This design comes from an exercise in tuning for small area, a short achievable clock period and few clock cycles on the open sky130 flow, not from production work. Function was checked by simulation only, so behaviour that the tests miss may differ from the original. Power and IR drop assume default switching activity.

build 18:
==> flow/design.v (excerpt) <==
module mulApbChip (
	input logic clk,
	input logic arstN,
	input logic psel,
	input logic penable,
	input logic pwrite,
	input logic [7:0] paddr,
	input logic [31:0] pwdata,
	output logic [31:0] prdata,
	output logic pready,
	output logic pslverr
);
	apbPkg::apbReqT apbReq;
	apbPkg::apbRspT apbRsp;
	assign apbReq.psel = psel;
	assign apbReq.penable = penable;
	assign apbReq.pwrite = pwrite;
	assign apbReq.paddr = paddr;
	assign apbReq.pwdata = pwdata;
	assign prdata = apbRsp.prdata;
	assign pready = apbRsp.pready;
	assign pslverr = apbRsp.pslverr;
	mulApbTop mulApbTop_i (
		.clk(clk),
		.arstN(arstN),
		.apbReq(apbReq),
		.apbRsp(apbRsp)
	);
endmodule
Size: roughly 1400 cells after synthesis, about 230 flip-flops, roughly 79 I/O pins, about 16000 um^2 of cells after synthesis.
==> flow/config.mk <==
export PLATFORM = sky130hd
export DESIGN_NAME = mulApbChip
export DESIGN_NICKNAME = mulApbChip
export VERILOG_FILES = /design/flow/design.v
export SDC_FILE = /design/flow/constraint.sdc
export NUM_CORES = 4
export LEC_CHECK = 0
export CAP_MARGIN = 20
export CORE_MARGIN = 2
export CORE_UTILIZATION = 40
export SLEW_MARGIN = 20
==> flow/constraint.sdc <==
create_clock -name core_clock -period 13.0 [get_ports {clk}]
set_input_delay 2.6000 -clock core_clock [delete_from_list [all_inputs] [get_ports {clk}]]
set_output_delay 2.6000 -clock core_clock [all_outputs]
set_load 0.01 [all_outputs]
standard.sh (not shown) runs the stock make flow with config.mk's settings and CLKGATE_MAP_FILE= SYNTH_SCRIPT=/design/flow/synth_recipe.tcl, a recipe that flattens the netlist after the stock synthesis.
==> flow/flow/run.sh <==
#!/bin/bash
# The standard layout, with timing repair aimed at a path delay well below
# the clock period: the clock and the constraints are unchanged, only
# repair_timing's setup margin is raised (and kept to the worst endpoints).
set -euo pipefail
export SETUP_SLACK_MARGIN="${FLOW_SETUP_MARGIN:-9.2}"
export TNS_END_PERCENT="${FLOW_TNS_END:-10}"
export BUFFER_PORTS_ARGS="-buffer_cell sky130_fd_sc_hd__buf_2"
export CTS_ARGS="-sink_clustering_enable -repair_clock_nets -dont_use_dummy_load -sink_clustering_size 20 -sink_clustering_max_diameter 80 -buf_list {sky130_fd_sc_hd__clkbuf_8 sky130_fd_sc_hd__clkbuf_16}"
# keep each full adder of the multiplier step a module of its own through
# synthesis, so that it maps to one full-adder cell without inverters around it, and keep the
# two address decodes that gate many flip-flops short;
# the netlist is flattened at the end of synthesis as usual
export SYNTH_KEEP_MODULES="fullAdd startDetect addrDecode"
bash standard.sh > flow_standard.log 2>&1
Build 18 was carried through to the last stage, and its layout satisfied the timing, design-rule and antenna checks.
Testbench counts of build 18, summed over its fixed seeds: cycles 14,400.
> inputs changed (build 18 -> build 65)
==> flow/flow/run.sh <==
#!/bin/bash
# The standard layout, with timing repair aimed at a path delay well below
# the clock period: the clock and the constraints are unchanged, only
# repair_timing's setup margin is raised (and kept to the worst endpoints).
set -euo pipefail
export SETUP_SLACK_MARGIN="${FLOW_SETUP_MARGIN:-9.5}"
export TNS_END_PERCENT="${FLOW_TNS_END:-10}"
export BUFFER_PORTS_ARGS="-buffer_cell sky130_fd_sc_hd__buf_2"
export CTS_ARGS="-sink_clustering_enable -repair_clock_nets -dont_use_dummy_load -buf_list {sky130_fd_sc_hd__clkbuf_4 sky130_fd_sc_hd__clkbuf_8}"
# keep each full adder of the multiplier step a module of its own through
# synthesis, so that it maps to one full-adder cell without inverters around it, and keep the
# two address decodes that gate many flip-flops short;
# the netlist is flattened at the end of synthesis as usual
export SYNTH_KEEP_MODULES="fullAdd startDetect addrDecode"
bash standard.sh > flow_standard.log 2>&1
### Flow results
Build 65: PASS, flow complete, no timing, DRC or antenna violations. Diff build 18 -> build 65: first-iteration DRC count grew by 205; share of total power consumed by net switching moved up; global-route usage over all layers went up by 0.39 points; count of clock-net buffers in the final layout increased 23; count of TritonRoute iterations in the first routing pass went up 2. Maximum frequency delta for build 65 relative to build 18: 4.3% higher. When build 65 is measured against build 18, its critical path depth turns out 4 lower. Total power after layout in build 65 is 67 uW higher than in build 18.
The following lists how build 20 was set up differently from build 65:
-- flow/flow/run.sh --
<<< build 65, line 4
# repair_timing's setup margin is raised (and kept to the worst endpoints).
set -euo pipefail
export SETUP_SLACK_MARGIN="${FLOW_SETUP_MARGIN:-9.5}"
export TNS_END_PERCENT="${FLOW_TNS_END:-10}"
export BUFFER_PORTS_ARGS="-buffer_cell sky130_fd_sc_hd__buf_2"
>>> build 20, line 4
# repair_timing's setup margin is raised (and kept to the worst endpoints).
set -euo pipefail
export SETUP_SLACK_MARGIN="${FLOW_SETUP_MARGIN:-9.2}"
export TNS_END_PERCENT="${FLOW_TNS_END:-10}"
export BUFFER_PORTS_ARGS="-buffer_cell sky130_fd_sc_hd__buf_2"
<<< build 65, line 13
# the netlist is flattened at the end of synthesis as usual
export SYNTH_KEEP_MODULES="fullAdd startDetect addrDecode"
bash standard.sh > flow_standard.log 2>&1
>>> build 20, line 13
# the netlist is flattened at the end of synthesis as usual
export SYNTH_KEEP_MODULES="fullAdd startDetect addrDecode"
export PRE_RESIZE_TCL="$PWD/flow/max_fanout.tcl"
bash standard.sh > flow_standard.log 2>&1
==> flow/flow/max_fanout.tcl (new file) <==
# sourced before repair_design (after global placement): split nets that
# drive many pins, such as the accumulator's enable and clear, into buffer
# trees rather than leave them on one driver
set_max_fanout 16 [current_design]
Between build 65 and build 20, the cell count went up. Cts-stage hold buffer count: build 65 vs build 20 — no meaningful difference. Build 20 ended up with a higher clock latency reported for the late side of the worst-skew pair than build 65 did. Compare build 65 and build 20 | global-route usage lower: build 65. Diff build 65 -> build 20: power picked up an extra about 0.32%; via count picked up an extra 465; total number of multi-input combinational cells neither gained nor lost much.
### build 20 -> build 96
==> flow/flow/run.sh <==
#!/bin/bash
# The standard layout, with timing repair aimed at a path delay well below
# the clock period: the clock and the constraints are unchanged, only
# repair_timing's setup margin is raised (and kept to the worst endpoints).
set -euo pipefail
export SETUP_SLACK_MARGIN="${FLOW_SETUP_MARGIN:-9.4}"
export TNS_END_PERCENT="${FLOW_TNS_END:-10}"
export BUFFER_PORTS_ARGS="-buffer_cell sky130_fd_sc_hd__buf_2"
export CTS_ARGS="-sink_clustering_enable -repair_clock_nets -dont_use_dummy_load -sink_clustering_size 20 -sink_clustering_max_diameter 80 -buf_list {sky130_fd_sc_hd__clkbuf_8 sky130_fd_sc_hd__clkbuf_16}"
# keep each full adder of the multiplier step a module of its own through
# synthesis, so that it maps to one full-adder cell without inverters around it, and keep the
# two address decodes that gate many flip-flops short;
# the netlist is flattened at the end of synthesis as usual
export SYNTH_KEEP_MODULES="fullAdd startDetect addrDecode"
bash standard.sh > flow_standard.log 2>&1
removed: flow/flow/max_fanout.tcl
--- outcome ---
- Looking at routed wire length, build 96 sits 5.9% below build 20.
- | headroom to the max-slew limit | build 96 vs build 20 | 1.5 points lower |
- Changes observed in build 96 relative to build 20: final critical-path share of the clock period lost 0.94 points, reported max-cap violation count neither gained nor lost much, layout clock buffer count lost 23, signed area change from the synthesized netlist to the final layout lost 3.1 points, overall routing resource usage lost 2.1 points.
- Any difference in number of multi-input combinational cells in the layout between build 20 and build 96 is small enough to ignore.
- On via count of the first global-routing pass: between build 96 and build 20, it ends up higher for build 20.

-- afterwards: timing with drivers on the ports --
No port has a modelled driver above. Below, the same layouts with a new extraction and two added sets of constraints.
Step 1 (the two cells are an assumption about what drives the block):
set clk [get_ports {clk}]
set_driving_cell -lib_cell sky130_fd_sc_hd__clkbuf_16 $clk
set_driving_cell -lib_cell sky130_fd_sc_hd__buf_2 [delete_from_list [all_inputs] $clk]
Step 2 adds t to the input delays and takes it off the output delays; t is the mean of the earliest and latest rising clock arrival at the registers after step 1. Input paths then give back, and output paths get back, about the clock's delay inside the block.
a / b / c = ideal / step 1 / step 2; a / b = the first two.
| run | t (ns) | slack for setup (ns) | worst setup path after step 2 | latest minus earliest clock arrival (ns) | worst slew at a driven data input, ns |
|---|---|---|---|---|---|
| build 18 | 0.543 | 9.204 / 9.239 / 8.695 | input to register | 0.071 / 0.071 | 0.04 |
| build 65 | 0.597 | 9.360 / 9.307 / 8.804 | input to register | 0.049 / 0.049 | 0.04 |
| build 20 | 0.599 | 9.168 / 9.200 / 8.601 | input to register | 0.079 / 0.079 | 0.04 |
| build 96 | 0.548 | 9.290 / 9.235 / 8.835 | input to register | 0.078 / 0.078 | 0.04 |
After both steps every run listed still meets setup and hold. The setup slack of build 20, which loses most, moves by +0.032 ns with the drivers and by -0.567 ns with both steps.
